Context: an optimization exercise on an open-source flow, tuned for small area and a short achievable clock period. The choices shown serve that exercise and are no tape-out recipe.
Function was checked by simulation only, so behaviour that the tests miss may differ from the original.

<file path="design/flow/design.v">
`default_nettype none
package fpa_pkg;
  localparam logic [3:0] FUNC_ADD  = 4'd0;
  localparam logic [3:0] FUNC_SUB  = 4'd1;
  localparam logic [3:0] FUNC_MUL  = 4'd2;
  localparam logic [3:0] FUNC_DIV  = 4'd3;
  localparam logic [3:0] FUNC_CMP  = 4'd4;
  localparam logic [3:0] FUNC_MIN  = 4'd5;
  localparam logic [3:0] FUNC_MAX  = 4'd6;
  localparam logic [3:0] FUNC_INC  = 4'd7;
  localparam logic [3:0] FUNC_DEC  = 4'd8;
  localparam logic [3:0] FUNC_FINT = 4'd9;
  localparam logic [3:0] FUNC_TINT = 4'd10;
  localparam int NUM_ROWS = 32;
  localparam logic [1:0] MODE_PASS = 2'b00;   
  localparam logic [1:0] MODE_DIV  = 2'b01;   
  localparam logic [1:0] MODE_MUL  = 2'b10;   
  localparam logic [1:0] MODE_FLAG = 2'b11;   
  localparam int MODE_W = 3;
  function automatic logic [31:0] below_or(input logic [31:0] v);
    logic [31:0] p;
    p = v;
    for (int d = 1; d < 32; d = d * 2)
      for (int i = 31; i >= d; i--) p[i] = p[i] | p[i-d];
    below_or = {p[30:0], 1'b0};
  endfunction
  function automatic logic [31:0] below_and(input logic [31:0] v);
    logic [31:0] p;
    p = v;
    for (int d = 1; d < 32; d = d * 2)
      for (int i = 31; i >= d; i--) p[i] = p[i] & p[i-d];
    below_and = {p[30:0], 1'b1};
  endfunction
  function automatic logic [31:0] magnitude(input logic [31:0] v);
    magnitude = v ^ ({32{v[31]}} & below_or(v));
  endfunction
endpackage
`default_nettype wire
`default_nettype none
module fpa_prep (
  input  logic        clk_i,
  input  logic [3:0]  func_i,
  input  logic [31:0] a_i,
  input  logic [31:0] b_i,
  output logic [fpa_pkg::MODE_W-1:0] mode_o,
  output logic        en_o,
  output logic        inv_o,
  output logic        neg_o,
  output logic [31:0] f_o,
  output logic [32:0] x_o,
  output logic [31:0] nq_o
);
  typedef struct packed {
    logic arith;    
    logic cmp;
    logic min;
    logic max;
    logic fint;
    logic tint;
    logic mul;
    logic div;
  } dec_t;
  dec_t        dec_d, dec_q;
  logic [31:0] opb_d, opb_q;
  logic        cin_d, cin_q;
  logic [31:0] a_q, b_q;
  always_comb begin
    dec_d = '0;
    opb_d = ~b_i;
    cin_d = 1'b1;
    unique case (func_i)
      fpa_pkg::FUNC_ADD:  begin dec_d.arith = 1'b1; opb_d = b_i; cin_d = 1'b0; end
      fpa_pkg::FUNC_SUB:  dec_d.arith = 1'b1;
      fpa_pkg::FUNC_MUL:  dec_d.mul   = 1'b1;
      fpa_pkg::FUNC_DIV:  dec_d.div   = 1'b1;
      fpa_pkg::FUNC_CMP:  dec_d.cmp   = 1'b1;
      fpa_pkg::FUNC_MIN:  dec_d.min   = 1'b1;
      fpa_pkg::FUNC_MAX:  dec_d.max   = 1'b1;
      fpa_pkg::FUNC_INC:  begin dec_d.arith = 1'b1; opb_d = 32'd0; end
      fpa_pkg::FUNC_DEC:  begin dec_d.arith = 1'b1; opb_d = 32'hffffffff; cin_d = 1'b0; end
      fpa_pkg::FUNC_FINT: dec_d.fint  = 1'b1;
      fpa_pkg::FUNC_TINT: begin dec_d.tint = 1'b1; opb_d = a_i[31] ? 32'd255 : 32'd0; cin_d = 1'b0; end
      default: ;
    endcase
  end
  always_ff @(posedge clk_i) begin
    dec_q <= dec_d;
    opb_q <= opb_d;
    cin_q <= cin_d;
    a_q   <= a_i;
    b_q   <= b_i;
  end
  logic        sa, sb;
  logic [31:0] absa, absb, absb_rev;
  logic [32:0] u;
  logic        u_ovf, eq, lt, gt;
  logic [31:0] u_sat, res, fint_val;
  logic        fint_ovf, ovf, pass;
  logic        b_zero, div_ovf;
  always_comb begin
    sa    = a_q[31];
    sb    = b_q[31];
    absa  = fpa_pkg::magnitude(a_q);
    absb  = fpa_pkg::magnitude(b_q);
    for (int i = 0; i < 32; i++) absb_rev[i] = absb[31-i];
  end
  always_comb begin
    u     = {a_q[31], a_q} + {opb_q[31], opb_q} + {32'd0, cin_q};
    u_ovf = u[32] ^ u[31];
    u_sat = u_ovf ? (u[32] ? 32'h80000000 : 32'h7fffffff) : u[31:0];
    eq    = a_q == b_q;
    lt    = u[32];
    gt    = ~u[32] & ~eq;
    fint_ovf = (a_q[31:23] != 9'h000) && (a_q[31:23] != 9'h1ff);
    fint_val = fint_ovf ? (sa ? 32'h80000000 : 32'h7fffffff) : {a_q[23:0], 8'd0};
  end
  always_comb begin
    res = ({32{dec_q.arith}} & u_sat)
        | ({32{dec_q.min}}   & (lt ? a_q : b_q))
        | ({32{dec_q.max}}   & (lt ? b_q : a_q))
        | ({32{dec_q.fint}}  & fint_val)
        | ({32{dec_q.tint}}  & {{7{u[32]}}, u[32:8]});
    ovf  = (dec_q.arith & u_ovf) | (dec_q.fint & fint_ovf);
  end
  assign b_zero  = b_q == 32'd0;
  logic [7:0] absa_hi, absb_lo;
  logic       b_small;
  always_comb begin
    absa_hi = sa ? (~a_q[31:24] + {7'd0, a_q[23:0] == 24'd0}) : a_q[31:24];
    absb_lo = sb ? (8'd0 - b_q[7:0]) : b_q[7:0];
    b_small = sb ? ((b_q[31:8] == 24'hffffff) && (b_q[7:0] != 8'd0))
                 : (b_q[31:8] == 24'd0);
  end
  assign div_ovf = b_small && (absa_hi >= absb_lo);
  logic div_sat, div_zero;
  always_comb begin
    div_zero = dec_q.div & b_zero;
    div_sat  = dec_q.div & ~b_zero & div_ovf;
    mode_o   = {div_sat,
                dec_q.mul | dec_q.cmp | div_zero,
                (dec_q.div & ~b_zero) | dec_q.cmp | div_zero};
    en_o     = ~dec_q.mul | absb[0];
    inv_o    = ~dec_q.mul;
    neg_o    = ((dec_q.mul | dec_q.div) & (sa ^ sb)) | ovf;
    f_o      = res
             | ({32{dec_q.mul}} & absa)
             | ({32{dec_q.div & ~b_zero}} & absb)
             | {29'd0, div_zero, dec_q.cmp & gt, dec_q.cmp & lt};
    x_o      = dec_q.mul ? 33'd0 : {24'd0, absa[31:23]};
    nq_o     = dec_q.mul ? absb_rev : {absa[22:0], 9'd0};
  end
endmodule
`default_nettype wire
`default_nettype none
module fpa_div_cell (
  input  logic        clk_i,
  input  logic        rst_ni,
  input  logic        valid_i,
  input  logic [fpa_pkg::MODE_W-1:0] mode_i,
  input  logic        en_i,
  input  logic        inv_i,
  input  logic        neg_i,
  input  logic [31:0] f_i,
  input  logic [32:0] x_i,
  input  logic [31:0] nq_i,
  output logic        valid_o,
  output logic [fpa_pkg::MODE_W-1:0] mode_o,
  output logic        en_o,
  output logic        inv_o,
  output logic        neg_o,
  output logic [31:0] f_o,
  output logic [32:0] x_o,
  output logic [31:0] nq_o
);
  logic        mul, en_d, inv_d;
  logic [32:0] opnd, t;
  logic [32:0] x_d;
  logic [31:0] nq_d;
  always_comb begin
    mul  = mode_i[1];                 
    opnd = ({1'b0, f_i} & {33{en_i}}) ^ {33{inv_i}};
    t    = x_i + opnd + {32'd0, inv_i};
    en_d  = ~mul | nq_i[30];
    inv_d = ~mul & ~t[32];
    if (mul) begin
      x_d  = {1'b0, t[32:1]};
      nq_d = {nq_i[30:0], t[0]};
    end else begin
      x_d  = {t[31:0], nq_i[31]};
      nq_d = {nq_i[30:0], ~t[32]};
    end
  end
  always_ff @(posedge clk_i or negedge rst_ni) begin
    if (!rst_ni) valid_o <= 1'b0;
    else         valid_o <= valid_i;
  end
  always_ff @(posedge clk_i) begin
    mode_o <= mode_i;
    en_o   <= en_d;
    inv_o  <= inv_d;
    neg_o  <= neg_i;
    f_o    <= f_i;
    x_o    <= x_d;
    nq_o   <= nq_d;
  end
endmodule
`default_nettype wire
`default_nettype none
module fpa_finish (
  input  logic        clk_i,
  input  logic        rst_ni,
  input  logic        valid_i,
  input  logic [fpa_pkg::MODE_W-1:0] mode_i,
  input  logic        neg_i,
  input  logic [31:0] f_i,
  input  logic [32:0] x_i,
  input  logic [31:0] nq_i,
  output logic        valid_o,
  output logic [31:0] result_o,
  output logic        overflow_o,
  output logic        div_by_zero_o,
  output logic        greater_o,
  output logic        less_o
);
  logic        mul;
  logic [31:0] p_lo;                  
  logic [31:0] q, q_inc, q_neg;
  logic        hi_nz, rb;
  logic        ovf0, ovf1;
  logic [31:0] val0, val1, sat;
  logic [31:0] res0, res1, res_d;
  logic        ovfo0, ovfo1, ovf_d, dbz_d, gt_d, lt_d;
  logic [32:0] t;
  always_comb begin
    mul = mode_i[1:0] == fpa_pkg::MODE_MUL;
    for (int i = 0; i < 32; i++) p_lo[i] = nq_i[31-i];
    q      = mul ? {x_i[7:0], p_lo[31:8]} : nq_i;
    hi_nz  = mul & (x_i[31:8] != 24'd0);
    q_inc  = q ^ fpa_pkg::below_and(q);
    q_neg  = q ^ fpa_pkg::below_or(q);
    sat    = neg_i ? 32'h80000000 : 32'h7fffffff;
    val0 = neg_i ? q_neg : q;
    val1 = neg_i ? ~q : q_inc;
    ovf0 = mode_i[2] | hi_nz | (neg_i ? (q[31] & (q[30:0] != 31'd0)) : q[31]);
    ovf1 = mode_i[2] | hi_nz | q[31] | (~neg_i & (q[30:0] == 31'h7fffffff));
    t    = x_i + (x_i[32] ? {1'b0, f_i} : ~{1'b0, f_i}) + {32'd0, ~x_i[32]};
    rb   = mul ? p_lo[7] : ~t[32];
  end
  always_comb begin
    res0  = ovf0 ? sat : val0;
    res1  = ovf1 ? sat : val1;
    ovfo0 = ovf0;
    ovfo1 = ovf1;
    dbz_d = 1'b0;
    gt_d  = 1'b0;
    lt_d  = 1'b0;
    unique case (mode_i[1:0])
      fpa_pkg::MODE_PASS: begin
        res0  = f_i;
        res1  = f_i;
        ovfo0 = neg_i;
        ovfo1 = neg_i;
      end
      fpa_pkg::MODE_FLAG: begin
        res0  = 32'd0;
        res1  = 32'd0;
        ovfo0 = 1'b0;
        ovfo1 = 1'b0;
        dbz_d = f_i[2];
        gt_d  = f_i[1];
        lt_d  = f_i[0];
      end
      default: ;
    endcase
    res_d = rb ? res1 : res0;
    ovf_d = rb ? ovfo1 : ovfo0;
  end
  always_ff @(posedge clk_i or negedge rst_ni) begin
    if (!rst_ni) valid_o <= 1'b0;
    else         valid_o <= valid_i;
  end
  always_ff @(posedge clk_i) begin
    result_o      <= res_d;
    overflow_o    <= ovf_d;
    div_by_zero_o <= dbz_d;
    greater_o     <= gt_d;
    less_o        <= lt_d;
  end
endmodule
`default_nettype wire
`default_nettype none
module fixed_point_alu_core (
  input  logic               clk_i,
  input  logic               rst_ni,
  input  logic               start,
  output logic               busy,
  input  logic [3:0]         func_i,
  input  logic signed [31:0] operand_a_i,
  input  logic signed [31:0] operand_b_i,
  output logic               valid_o,
  output logic signed [31:0] result_o,
  output logic               overflow_o,
  output logic               div_by_zero_o,
  output logic               greater_o,
  output logic               less_o
);
  localparam int N = fpa_pkg::NUM_ROWS;
  logic        ent_valid_q;
  logic        valid [0:N];
  logic [fpa_pkg::MODE_W-1:0] mode [0:N];
  logic        en    [0:N];
  logic        inv   [0:N];
  logic        neg   [0:N];
  logic [31:0] f     [0:N];
  logic [32:0] x     [0:N];
  logic [31:0] nq    [0:N];
  logic [fpa_pkg::MODE_W-1:0] p_mode;
  logic        p_en, p_inv;
  logic        p_neg;
  logic [31:0] p_f;
  logic [32:0] p_x;
  logic [31:0] p_nq;
  assign busy = 1'b0;
  always_ff @(posedge clk_i or negedge rst_ni) begin
    if (!rst_ni) ent_valid_q <= 1'b0;
    else         ent_valid_q <= start;
  end
  fpa_prep u_prep (
    .clk_i  (clk_i),
    .func_i (func_i),
    .a_i    (operand_a_i),
    .b_i    (operand_b_i),
    .mode_o (p_mode),
    .en_o   (p_en),
    .inv_o  (p_inv),
    .neg_o  (p_neg),
    .f_o    (p_f),
    .x_o    (p_x),
    .nq_o   (p_nq)
  );
  always_ff @(posedge clk_i or negedge rst_ni) begin
    if (!rst_ni) valid[0] <= 1'b0;
    else         valid[0] <= ent_valid_q;
  end
  always_ff @(posedge clk_i) begin
    mode[0] <= p_mode;
    en[0]   <= p_en;
    inv[0]  <= p_inv;
    neg[0]  <= p_neg;
    f[0]    <= p_f;
    x[0]    <= p_x;
    nq[0]   <= p_nq;
  end
  for (genvar k = 0; k < N; k++) begin : g_row
    fpa_div_cell u_row (
      .clk_i   (clk_i),
      .rst_ni  (rst_ni),
      .valid_i (valid[k]),
      .mode_i  (mode[k]),
      .en_i    (en[k]),
      .inv_i   (inv[k]),
      .neg_i   (neg[k]),
      .f_i     (f[k]),
      .x_i     (x[k]),
      .nq_i    (nq[k]),
      .valid_o (valid[k+1]),
      .mode_o  (mode[k+1]),
      .en_o    (en[k+1]),
      .inv_o   (inv[k+1]),
      .neg_o   (neg[k+1]),
      .f_o     (f[k+1]),
      .x_o     (x[k+1]),
      .nq_o    (nq[k+1])
    );
  end
  fpa_finish u_finish (
    .clk_i         (clk_i),
    .rst_ni        (rst_ni),
    .valid_i       (valid[N]),
    .mode_i        (mode[N]),
    .neg_i         (neg[N]),
    .f_i           (f[N]),
    .x_i           (x[N]),
    .nq_i          (nq[N]),
    .valid_o       (valid_o),
    .result_o      (result_o),
    .overflow_o    (overflow_o),
    .div_by_zero_o (div_by_zero_o),
    .greater_o     (greater_o),
    .less_o        (less_o)
  );
endmodule
`default_nettype wire
</file>
<file path="design/flow/run.sh">
#!/bin/bash
# synth_recipe.tcl (not shown) runs the flow's synth.tcl, then flattens the netlist and writes it again
# the make line also repeats each setting of config.mk as NAME=value (left out here)
make -C /OpenROAD-flow-scripts/flow DESIGN_CONFIG=/design/flow/config.mk WORK_HOME=/design/flow/orfs CLKGATE_MAP_FILE= SYNTH_SCRIPT=/design/flow/synth_recipe.tcl finish
</file>
<file path="design/flow/config.mk">
export PLATFORM = sky130hd
export DESIGN_NAME = fixed_point_alu_core
export DESIGN_NICKNAME = fixed_point_alu_core
export VERILOG_FILES = /design/flow/design.v
export SDC_FILE = /design/flow/constraint.sdc
export NUM_CORES = 4
export LEC_CHECK = 0
export CAP_MARGIN = 20
export CORE_MARGIN = 2
export CORE_UTILIZATION = 40
export SLEW_MARGIN = 20
</file>
<file path="design/flow/constraint.sdc">
create_clock -name core_clock -period 12.0 [get_ports {clk_i}]
set_input_delay 2.4000 -clock core_clock [delete_from_list [all_inputs] [get_ports {clk_i}]]
set_output_delay 2.4000 -clock core_clock [all_outputs]
set_load 0.01 [all_outputs]
</file>
==> results of run 1 <==
[sequential cells by signal, summed over array words and instances (netlist names), 8 cells and up]
| name | cells |
|---|---|
| u_prep.dec_q | 8 |
| g_row.u_row.neg_o | 32 |
| g_row.u_row.x_o | 1056 |
| f | 32 |
| u_prep.a_q | 32 |
| u_finish.result_o | 32 |
| g_row.u_row.valid_o | 32 |
| x | 9 |
| nq | 32 |
| g_row.u_row.nq_o | 1024 |
| g_row.u_row.f_o | 1024 |
| g_row.u_row.en_o | 31 |
| g_row.u_row.mode_o | 96 |
| u_prep.opb_q | 32 |
| g_row.u_row.inv_o | 31 |
| u_prep.b_q | 32 |
[routing by layer]
metal / global-route usage, % / part of all wire [%] / vias up
li1: - / - / 61900
met1: 23.8 / 42 / 56800
met2: 34.8 / 48 / 2669
met3: 2.37 / 4.1 / 943
met4: 10.3 / 5.5 / 4
met5: 0 / 0.0058 / -
[layout make-up]
| type | instances | area [um2] |
|---|---|---|
| sequential | 3549 | 71300 |
| tap | 5451 | 6820 |
| clock buffer | 470 | 10000 |
| fill | 39600 | 227000 |
| timing repair buffer | 230 | 1990 |
| inverter | 312 | 1170 |
| antenna | 52 | 130 |
| clock inverter | 185 | 2660 |
| multi-input combinational | 13100 | 88300 |
[cell families after synthesis]
logic type	Yosys count	share of synthesized area, %
other cells	1	0.00228
simple gates	4856	13.2
compound gates	4614	17.8
xor+xnor	2109	11.2
fa+ha+maj	1081	8.39
flops	3549	43.4
buf+inv	1268	2.93
mux	459	3.00
[through the flow]
stage / hold slack [ns] / cells / setup slack, ns / utilization (%)
6_report: 0.304 / 23400 / 5.75 / 44.6
5_1_grt: 0.305 / 23400 / 5.51 / 44.5
4_1_cts: 0.293 / 23300 / 5.89 / 44.5
3_5_place_dp: 0.312 / 22700 / 5.91 / 41.4
3_3_place_gp: 0.310 / 22700 / 5.84 / 41.4
2_1_floorplan: 0.310 / 17900 / 7.04 / -
[synthesized netlist by cell type (97+ instances only)]
master / number
inv_1: 302
nand3_1: 269
buf_1: 156
nand4_1: 125
xor2_1: 507
nand2b_1: 199
a31oi_1: 186
o21a_1: 134
a21oi_1: 1318
dfxtp_1: 3514
nor3_1: 210
a21o_1: 606
a211oi_1: 145
nand2_1: 2338
mux2_2: 268
xnor2_1: 1602
mux2i_1: 191
and3_1: 179
ha_1: 1047
a221oi_1: 97
or3_1: 101
o21bai_1: 105
nor2_1: 994
o21ai_0: 1096
clkbuf_1: 775
[worst max path at each step]
stage,to,slack [ns],cells past startpoint
finish,f[0][29],5.75,14
global route,f[0][29],5.51,14
CTS,f[0][29],5.89,14
detailed placement,f[0][29],5.91,14
global placement,f[0][29],5.84,14
floorplan,u_finish.result_o[29],7.04,21
[critical path, cell delays in order, from the launching register on]
cell and delay, ns:
dfxtp_1 0.65, fa_1 0.35, inv_1 0.08, fa_1 0.39, nand2b_1 0.20, a2111oi_0 0.71
o31ai_1 0.31, buf_4 0.23, a211oi_1 0.40, a41oi_2 0.45, a21boi_2 0.63, mux2i_1 0.91
a31oi_1 0.17, a2111oi_0 0.50, o31ai_1 0.14
==> results.json, run 1 <==
{
  "status": "no timing/DRC/antenna violations",
  "reg2regPathDepth": 14,
  "clockRootBuffer": "clkbuf_16",
  "core_region_area_mm2": 0.409,
  "hold_path_depth": 0,
  "fmax_mhz": 160,
  "layout_commonest_cell": "dfxtp_1",
  "row_count": 235,
  "cp.required_ns": 12.80,
  "skew_ns": 0.0524,
  "grt_pass1_wl_um": 664000,
  "ios": 109,
  "period_share_pct": 52.1,
  "drv_slew": 0,
  "yosysTopAreaCellShare_pct": 42.8,
  "drc_errors": 0,
  "r2r_slack_ns": 5.75,
  "grt-ovfl-total": 0,
  "drt_iter0_drc": 7767,
  "clkLatencyLatePin_ns": 0.96,
  "port_buffers": 107,
  "syn_nets": 19100,
  "hp-class": "reg -> reg",
  "dpl-instance-area_mm2": 0.170,
  "dr_total_vias": 122000,
  "totalWireLength_um": 430000,
  "async_reset_ff_share_pct": 0.986,
  "hold_violations": 0,
  "ys.flop_type": "dfxtp_1",
  "yosysTopAreaCell": "dfxtp_1",
  "r2r_start": "u_prep.a_q[0]",
  "min_period_ns": 6.25,
  "worstPathMaxFanout": 12,
  "postRouteAntennaNets": 0,
  "hpwl_um": 331000,
  "grt_pass1_vias": 116000,
  "rsz0062_at_grt": "false",
  "antenna_found_initial": 24,
  "maxSlewHeadroom_pct": 18.6,
  "hold_start": "g_row[30].u_row.nq_o[9]",
  "ys_ff_latch": 3549,
  "htreeDepth": 5,
  "grt_max_degree": 78,
  "wire_per_inst_um": 18.4,
  "cts_resized": 0,
  "area_growth_syn_to_layout_pct": 11.0,
  "startpoint": "u_prep.a_q[0]",
  "crit_arrival_ns": 7.05,
  "clk_pin_slew_ns": 0.06,
  "layout-drive-gt1-share_pct": 6.77,
  "synth_seq_area_share_pct": 43.4,
  "setup_violations": 0,
  "ctsHoldBuffers": 0,
  "synthDistinctLibCells": 98,
  "grt.total_usage_pct": 19.9,
  "stdcell_area_mm2": 0.182,
  "fp.dieW_um": 645,
  "synth_edf_count": 0,
  "mostFrequentLayoutCells": "3463 x dfxtp_1, 2338 x nand2_1, 1602 x xnor2_1",
  "synth_area_leaders": "dfxtp_1 43%, xnor2_1 8.5%, ha_1 8.0%, nand2_1 5.3%, a21oi_1 4.0%",
  "syn_avg_cell_area_um2": 9.16,
  "viasPerCell": 5.23,
  "synth_area_mm2": 0.164,
  "cp-end-kind": "flop",
  "max_cap_violations": 0,
  "startpoint_type": "flop",
  "gp_congestion": 0.920,
  "fin_nets": 18700,
  "whs_endpoint": "g_row[31].u_row.nq_o[10]",
  "start_util_pct": 40.1,
  "cts_made_buffers": 359,
  "fp.dieH_um": 645,
  "rr_endpoint": "f[0][29]",
  "syn_inst": 17900,
  "dr.pass1.iters": 6,
  "fin_setup_tns_ns": 0,
  "clock-sinks": 3549,
  "die_area_mm2": 0.416,
  "path_class": "reg -> reg",
  "yosys_warnings": 276,
  "max_slew.worst_pin.slew_ns": 1.19,
  "clockBufferDepth": 4,
  "post_cts_buffers": 0,
  "cts_tree": "built"
}
==> run 2, diff against run 1 <==
--- a/design/flow/design.v
+++ b/design/flow/design.v
@@ -12,5 +12,6 @@
   localparam logic [3:0] FUNC_FINT = 4'd9;
   localparam logic [3:0] FUNC_TINT = 4'd10;
-  localparam int NUM_ROWS = 32;
+  localparam int NARROW_ROWS = 15;
+  localparam int BOOTH_ROWS  = 17;
   localparam logic [1:0] MODE_PASS = 2'b00;   
   localparam logic [1:0] MODE_DIV  = 2'b01;   
@@ -44,9 +45,7 @@
   input  logic [31:0] b_i,
   output logic [fpa_pkg::MODE_W-1:0] mode_o,
-  output logic        en_o,
-  output logic        inv_o,
   output logic        neg_o,
   output logic [31:0] f_o,
-  output logic [32:0] x_o,
+  output logic [8:0]  x_o,
   output logic [31:0] nq_o
 );
@@ -92,5 +91,5 @@
   end
   logic        sa, sb;
-  logic [31:0] absa, absb, absb_rev;
+  logic [31:0] absa, absb, absb_pair, absb_rot;
   logic [32:0] u;
   logic        u_ovf, eq, lt, gt;
@@ -103,5 +102,6 @@
     absa  = fpa_pkg::magnitude(a_q);
     absb  = fpa_pkg::magnitude(b_q);
-    for (int i = 0; i < 32; i++) absb_rev[i] = absb[31-i];
+    for (int i = 0; i < 32; i++) absb_pair[(i % 2 == 0) ? 30 - i : 32 - i] = absb[i];
+    absb_rot = {absb_pair[fpa_pkg::NARROW_ROWS-1:0], absb_pair[31:fpa_pkg::NARROW_ROWS]};
   end
   always_comb begin
@@ -140,6 +140,4 @@
                 dec_q.mul | dec_q.cmp | div_zero,
                 (dec_q.div & ~b_zero) | dec_q.cmp | div_zero};
-    en_o     = ~dec_q.mul | absb[0];
-    inv_o    = ~dec_q.mul;
     neg_o    = ((dec_q.mul | dec_q.div) & (sa ^ sb)) | ovf;
     f_o      = res
@@ -147,18 +145,74 @@
              | ({32{dec_q.div & ~b_zero}} & absb)
              | {29'd0, div_zero, dec_q.cmp & gt, dec_q.cmp & lt};
-    x_o      = dec_q.mul ? 33'd0 : {24'd0, absa[31:23]};
-    nq_o     = dec_q.mul ? absb_rev : {absa[22:0], 9'd0};
+    x_o      = absa[31:23];
+    nq_o     = dec_q.mul ? absb_rot : {absa[22:0], 9'd0};
   end
 endmodule
 `default_nettype wire
 `default_nettype none
-module fpa_div_cell (
+module fpa_narrow_cell #(
+  parameter int  W    = 9,       
+  parameter bit  LAST = 1'b0     
+) (
+  input  logic        clk_i,
+  input  logic        rst_ni,
+  input  logic        valid_i,
+  input  logic [fpa_pkg::MODE_W-1:0] mode_i,
+  input  logic        neg_i,
+  input  logic [31:0] f_i,
+  input  logic [W-1:0] x_i,
+  input  logic [31:0] nq_i,
+  output logic        valid_o,
+  output logic [fpa_pkg::MODE_W-1:0] mode_o,
+  output logic        neg_o,
+  output logic [31:0] f_o,
+  output logic [W:0]  x_o,
+  output logic [31:0] nq_o,
+  output logic [2:0]  ctl_o      
+);
+  logic         rot, ge, b0, b1;
+  logic [W:0]   t;
+  logic [W-1:0] rem;
+  logic [W:0]   x_d;
+  logic [31:0]  nq_d;
+  logic [2:0]   ctl_d;
+  always_comb begin
+    rot  = mode_i[1];
+    t    = {1'b0, x_i} - {1'b0, f_i[W-1:0]};
+    ge   = ~t[W] & (f_i[31:W] == '0);
+    rem  = ge ? t[W-1:0] : x_i;
+    x_d  = {rem, nq_i[31]};
+    nq_d = {nq_i[30:0], rot ? nq_i[31] : ge};
+    b1    = nq_i[30];
+    b0    = nq_i[29];
+    ctl_d = rot ? {b0, b1 & ~b0, b1} : 3'b101;
+    if (LAST && rot) x_d = '0;
+  end
+  always_ff @(posedge clk_i or negedge rst_ni) begin
+    if (!rst_ni) valid_o <= 1'b0;
+    else         valid_o <= valid_i;
+  end
+  always_ff @(posedge clk_i) begin
+    mode_o <= mode_i;
+    neg_o  <= neg_i;
+    f_o    <= f_i;
+    x_o    <= x_d;
+    nq_o   <= nq_d;
+  end
+  if (LAST) begin : g_ctl
+    always_ff @(posedge clk_i) ctl_o <= ctl_d;
+  end else begin : g_no_ctl
+    assign ctl_o = '0;
+  end
+endmodule
+module fpa_div_cell #(
+  parameter bit NEXT_TOP = 1'b0    
+) (
   input  logic        clk_i,
   input  logic        rst_ni,
   input  logic        valid_i,
   input  logic [fpa_pkg::MODE_W-1:0] mode_i,
-  input  logic        en_i,
-  input  logic        inv_i,
   input  logic        neg_i,
+  input  logic [2:0]  ctl_i,       
   input  logic [31:0] f_i,
   input  logic [32:0] x_i,
@@ -166,28 +220,32 @@
   output logic        valid_o,
   output logic [fpa_pkg::MODE_W-1:0] mode_o,
-  output logic        en_o,
-  output logic        inv_o,
   output logic        neg_o,
+  output logic [2:0]  ctl_o,
   output logic [31:0] f_o,
   output logic [32:0] x_o,
   output logic [31:0] nq_o
 );
-  logic        mul, en_d, inv_d;
-  logic [32:0] opnd, t;
+  logic        mul, s1, s2, inv, bm, b0, b1;
+  logic [33:0] opnd, t;
   logic [32:0] x_d;
   logic [31:0] nq_d;
+  logic [2:0]  ctl_d;
   always_comb begin
-    mul  = mode_i[1];                 
-    opnd = ({1'b0, f_i} & {33{en_i}}) ^ {33{inv_i}};
-    t    = x_i + opnd + {32'd0, inv_i};
-    en_d  = ~mul | nq_i[30];
-    inv_d = ~mul & ~t[32];
+    mul  = mode_i[1];
+    {s1, s2, inv} = ctl_i;
+    opnd = (({2'b00, f_i} & {34{s1}}) | ({1'b0, f_i, 1'b0} & {34{s2}})) ^ {34{inv}};
+    t    = {x_i[32], x_i} + opnd + {33'd0, inv};
     if (mul) begin
-      x_d  = {1'b0, t[32:1]};
-      nq_d = {nq_i[30:0], t[0]};
+      x_d  = {t[33], t[33:2]};
+      nq_d = {nq_i[29:0], t[1:0]};
     end else begin
       x_d  = {t[31:0], nq_i[31]};
       nq_d = {nq_i[30:0], ~t[32]};
     end
+    bm    = nq_i[31];
+    b0    = NEXT_TOP ? 1'b0 : nq_i[28];
+    b1    = NEXT_TOP ? 1'b0 : nq_i[29];
+    ctl_d = mul ? {b0 ^ bm, (b1 & ~b0 & ~bm) | (~b1 & b0 & bm), b1}
+                : {1'b1, 1'b0, ~t[32]};
   end
   always_ff @(posedge clk_i or negedge rst_ni) begin
@@ -197,7 +255,6 @@
   always_ff @(posedge clk_i) begin
     mode_o <= mode_i;
-    en_o   <= en_d;
-    inv_o  <= inv_d;
     neg_o  <= neg_i;
+    ctl_o  <= ctl_d;
     f_o    <= f_i;
     x_o    <= x_d;
@@ -234,7 +291,7 @@
   always_comb begin
     mul = mode_i[1:0] == fpa_pkg::MODE_MUL;
-    for (int i = 0; i < 32; i++) p_lo[i] = nq_i[31-i];
-    q      = mul ? {x_i[7:0], p_lo[31:8]} : nq_i;
-    hi_nz  = mul & (x_i[31:8] != 24'd0);
+    for (int j = 2; j < 34; j++) p_lo[j-2] = nq_i[(j % 2 == 0) ? 32 - j : 34 - j];
+    q      = mul ? {x_i[5:0], p_lo[31:6]} : nq_i;
+    hi_nz  = mul & (x_i[32:6] != 27'd0);
     q_inc  = q ^ fpa_pkg::below_and(q);
     q_neg  = q ^ fpa_pkg::below_or(q);
@@ -245,5 +302,5 @@
     ovf1 = mode_i[2] | hi_nz | q[31] | (~neg_i & (q[30:0] == 31'h7fffffff));
     t    = x_i + (x_i[32] ? {1'b0, f_i} : ~{1'b0, f_i}) + {32'd0, ~x_i[32]};
-    rb   = mul ? p_lo[7] : ~t[32];
+    rb   = mul ? p_lo[5] : ~t[32];
   end
   always_comb begin
@@ -305,19 +362,19 @@
   output logic               less_o
 );
-  localparam int N = fpa_pkg::NUM_ROWS;
+  localparam int NR = fpa_pkg::NARROW_ROWS;
+  localparam int NB = fpa_pkg::BOOTH_ROWS;
+  localparam int N  = NR + NB;
   logic        ent_valid_q;
   logic        valid [0:N];
   logic [fpa_pkg::MODE_W-1:0] mode [0:N];
-  logic        en    [0:N];
-  logic        inv   [0:N];
   logic        neg   [0:N];
+  logic [2:0]  ctl   [0:N];
   logic [31:0] f     [0:N];
   logic [32:0] x     [0:N];
   logic [31:0] nq    [0:N];
   logic [fpa_pkg::MODE_W-1:0] p_mode;
-  logic        p_en, p_inv;
   logic        p_neg;
   logic [31:0] p_f;
-  logic [32:0] p_x;
+  logic [8:0]  p_x;
   logic [31:0] p_nq;
   assign busy = 1'b0;
@@ -332,6 +389,4 @@
     .b_i    (operand_b_i),
     .mode_o (p_mode),
-    .en_o   (p_en),
-    .inv_o  (p_inv),
     .neg_o  (p_neg),
     .f_o    (p_f),
@@ -345,20 +400,40 @@
   always_ff @(posedge clk_i) begin
     mode[0] <= p_mode;
-    en[0]   <= p_en;
-    inv[0]  <= p_inv;
     neg[0]  <= p_neg;
     f[0]    <= p_f;
-    x[0]    <= p_x;
+    x[0]    <= {24'd0, p_x};
     nq[0]   <= p_nq;
   end
-  for (genvar k = 0; k < N; k++) begin : g_row
-    fpa_div_cell u_row (
+  assign ctl[0] = '0;
+  for (genvar k = 0; k < NR; k++) begin : g_nrow
+    localparam int W = 9 + k;
+    logic [W:0] x_out;
+    fpa_narrow_cell #(.W(W), .LAST(k == NR - 1)) u_row (
+      .clk_i   (clk_i),
+      .rst_ni  (rst_ni),
+      .valid_i (valid[k]),
+      .mode_i  (mode[k]),
+      .neg_i   (neg[k]),
+      .f_i     (f[k]),
+      .x_i     (x[k][W-1:0]),
+      .nq_i    (nq[k]),
+      .valid_o (valid[k+1]),
+      .mode_o  (mode[k+1]),
+      .neg_o   (neg[k+1]),
+      .f_o     (f[k+1]),
+      .x_o     (x_out),
+      .nq_o    (nq[k+1]),
+      .ctl_o   (ctl[k+1])
+    );
+    assign x[k+1] = {{(32-W){1'b0}}, x_out};
+  end
+  for (genvar k = NR; k < N; k++) begin : g_row
+    fpa_div_cell #(.NEXT_TOP(k == N - 2)) u_row (
       .clk_i   (clk_i),
       .rst_ni  (rst_ni),
       .valid_i (valid[k]),
       .mode_i  (mode[k]),
-      .en_i    (en[k]),
-      .inv_i   (inv[k]),
       .neg_i   (neg[k]),
+      .ctl_i   (ctl[k]),
       .f_i     (f[k]),
       .x_i     (x[k]),
@@ -366,7 +441,6 @@
       .valid_o (valid[k+1]),
       .mode_o  (mode[k+1]),
-      .en_o    (en[k+1]),
-      .inv_o   (inv[k+1]),
       .neg_o   (neg[k+1]),
+      .ctl_o   (ctl[k+1]),
       .f_o     (f[k+1]),
       .x_o     (x[k+1]),
==> run 2 against run 1 <==
Compared with the run above:
- still clean on timing, DRC and antenna
- critical path depth shrank 1
- wire length shrank 17%
- worst setup slack gained 1.3 ns
- register-to-register slack gained 1.3 ns
- hold slack gained 0.00070 ns
- non-clock buffer count shrank 33
- synthesized cell count shrank 23%
- die area shrank 14%
- cell area shrank 13%
==> results.json, run 2 <==
{
  "largest_registers": "g_row.u_row.x_o x561, g_row.u_row.f_o x544, g_row.u_row.nq_o x544",
  "post-place-ws_ns": 6.62,
  "totalWireLength_um": 356000,
  "gp_congestion": 0.941,
  "period_share_pct": 41.4,
  "dpl-instance-area_mm2": 0.146,
  "fmax_mhz": 201,
  "cp-end-kind": "flop",
  "post_cts_buffers": 0,
  "cp.required_ns": 12.80,
  "clockRootBuffer": "clkbuf_16",
  "cts_made_buffers": 335,
  "ctsHoldBuffers": 0,
  "crit_arrival_ns": 5.76,
  "postRouteAntennaNets": 0,
  "path_class": "reg -> reg",
  "r2r_start": "g_row[31].u_row.mode_o[0]",
  "clockBufferDepth": 4,
  "crit_buf_inv": 2,
  "hold_violations": 0,
  "ys.flop_type": "dfxtp_1",
  "drv_slew": 0,
  "r2r_slack_ns": 7.04,
  "startpoint_type": "flop",
  "clk_pin_slew_ns": 0.06,
  "max_slew.worst_pin.slew_ns": 1.24,
  "grt_pass1_wl_um": 554000,
  "cp_cell_sequence": "inv_1 > ha_2 > buf_4 > mux2i_1 > o21ai_1 > nor4_4 > nand3_1 > nor2_1 > nand4b_1 > mux2i_1 > a21oi_1 > nor2_1 > a211o_1",
  "reg2regPathDepth": 13,
  "fillers": 33200,
  "grt-ovfl-total": 0,
  "start_util_pct": 40.2,
  "regMostFlops": "g_row.u_row.x_o",
  "whs_endpoint": "g_nrow[6].u_row.nq_o[14]",
  "seqCellArea_mm2": 0.0662,
  "async_reset_ff_share_pct": 1.06,
  "ys_ff_latch": 3295,
  "ios": 109,
  "hpwl_um": 276000,
  "synth_area_mm2": 0.141,
  "fp.dieW_um": 597,
  "clkLatencyLatePin_ns": 0.93,
  "utilization_pct": 45.3,
  "synth_area_leaders": "dfxtp_1 46%, ha_1 7.6%, mux2_2 6.4%, xnor2_1 6.2%, a21oi_1 3.0%",
  "hold_path_depth": 0,
  "cpMaxStageDelayCell": "mux2i_1",
  "dr.pass1.iters": 9,
  "antenna_found_initial": 6,
  "layout_commonest_cell": "dfxtp_1",
  "maxSlewHeadroom_pct": 15.5,
  "fin_setup_tns_ns": 0,
  "synth_seq_area_share_pct": 47.0,
  "clock-sinks": 3295,
  "max_cap_violations": 0,
  "rsz0062_at_grt": "false",
  "largest_register_ffs": 561,
  "setup_ws_ns": 7.04,
  "fin_nets": 14900,
  "die_area_mm2": 0.357,
  "max_stage_delay_ns": 0.75,
  "grt.total_usage_pct": 19.4,
  "syn_inst": 13900,
  "htreeDepth": 5,
  "port_buffers": 107,
  "hold_start": "g_nrow[5].u_row.nq_o[13]",
  "rr_endpoint": "u_finish.result_o[29]",
  "syn_avg_cell_area_um2": 10.1,
  "yosysTopAreaCellShare_pct": 46.4,
  "syn_nets": 14900,
  "crit_family": "simple AND/OR/NAND/NOR gates",
  "yosysTopAreaCell": "dfxtp_1",
  "fp.dieH_um": 597,
  "synth_edf_count": 0,
  "layout-drive-gt1-share_pct": 11.5,
  "drc_errors": 0,
  "worstPathMaxFanout": 62,
  "drt_iter0_drc": 5888,
  "synth_common_cells": "3260 x dfxtp_1, 1004 x xnor2_1, 951 x nand2_1",
  "core_region_area_mm2": 0.350,
  "wire_per_inst_um": 19.0,
  "cts_resized": 0,
  "synthDistinctLibCells": 104,
  "hp-class": "reg -> reg",
  "mostFrequentLayoutCells": "3208 x dfxtp_1, 1004 x xnor2_1, 951 x nand2_1",
  "grt_pass1_vias": 96900,
  "stdcell_area_mm2": 0.158,
  "min_period_ns": 4.96,
  "yosysMostFrequentCell": "dfxtp_1",
  "cts_tree": "built",
  "grt_max_degree": 63,
  "viasPerCell": 5.23,
  "setup_violations": 0,
  "area_growth_syn_to_layout_pct": 12.5,
  "yosys_warnings": 241,
  "dr_total_vias": 98200,
  "skew_ns": 0.0504,
  "status": "no timing/DRC/antenna violations",
  "multi_input_area_mm2": 0.0706,
  "row_count": 217
}
[run 2: changes by cell type in the layout (fill, tap and decap cells not counted), sizes merged, moves of 194 or more]
cell / change
nand2: -1388
xnor2: -598
mux2: +542
a21oi: -482
a22oi: +480
o21ai: -372
a21o: -300
nor2: -284
dfxtp: -254
inv: +202
ha: -194
[run 2: area by class of cell]
class                   count  share of cell area, %
multi-input cells        9544                   44.6
flip-flops and latches   3295                   41.8
clock buffers             445                   6.02
well taps                4599                   3.64
clock inverters           162                   1.50
inverters                 528                   1.25
repair buffers            197                   1.12
diodes                      3                0.00474
[run 2: worst reg2reg max path, cell delays in order (launching register included)]
cell      delay [ns]
dfxtp_1         0.32
inv_1           0.08
ha_2            0.63
buf_4           0.66
mux2i_1         0.76
o21ai_1         0.27
nor4_4          0.57
nand3_1         0.27
nor2_1          0.26
nand4b_1        0.15
mux2i_1         0.17
a21oi_1         0.35
nor2_1          0.08
a211o_1         0.29
[run 2: stage by stage]
step                      hold WS [ns]  std cells
after floorplan                  0.310      13900
after global placement           0.310      18200
after detailed placement         0.312      18200
after CTS                        0.300      18800
after global routing             0.303      18800
final                            0.305      18800
[run 2: cell families after synthesis]
logic type / share of synthesized area, %
flip-flops: 47.0
AND/OR/NAND/NOR: 9.18
buffers and inverters: 2.86
other: 0.00267
AO/OA/AOI/OAI: 15.7
XOR/XNOR: 8.70
adder cells (fa/ha/maj): 8.08
multiplexers: 8.44
[run 2: worst max path at each step]
stage,startpoint,endpoint,depth (start not counted)
after floorplan,u_prep.a_q[14],mode[0][2],20
after global placement,func_i[1],u_prep.opb_q[3],5
after detailed placement,func_i[1],u_prep.opb_q[6],5
after CTS,g_row[28].u_row.ctl_o[2],g_row[29].u_row.ctl_o[0],13
after global routing,g_row[23].u_row.ctl_o[0],g_row[24].u_row.nq_o[0],12
final,g_row[31].u_row.mode_o[0],u_finish.result_o[29],13
[run 2: routing by layer]
metal	global-route usage, %	wire length [um]
met3	2.30	13500
met1	22.7	148000
met2	35.3	178000
met4	8.97	17500
met5	0	13

separate check: timing with driven ports:
No port has a modelled driver above. Below, the same layouts with a new extraction and two added sets of constraints. Step 1, drivers: a clkbuf_16 drives clk_i and a buf_2 each remaining input, both assumed. Step 2 also shifts input and output timing later by t, the mid clock arrival at the registers, as if the neighbouring blocks saw the same clock. Three values: ideal, step 1, step 2; two values: the first two.
run | shift t [ns] | setup WS [ns] | clock arrival spread, ns | worst data-port slew with drivers (ns) | cell pins on the clock port's net
run 1 | 1.042 | 5.754 / 5.754 / 5.754 | 0.057 / 0.057 | 0.10 | 1
run 2 | 1.008 | 7.035 / 7.035 / 7.035 | 0.057 / 0.056 | 0.04 | 1
After both steps setup and hold are still met in every run listed.
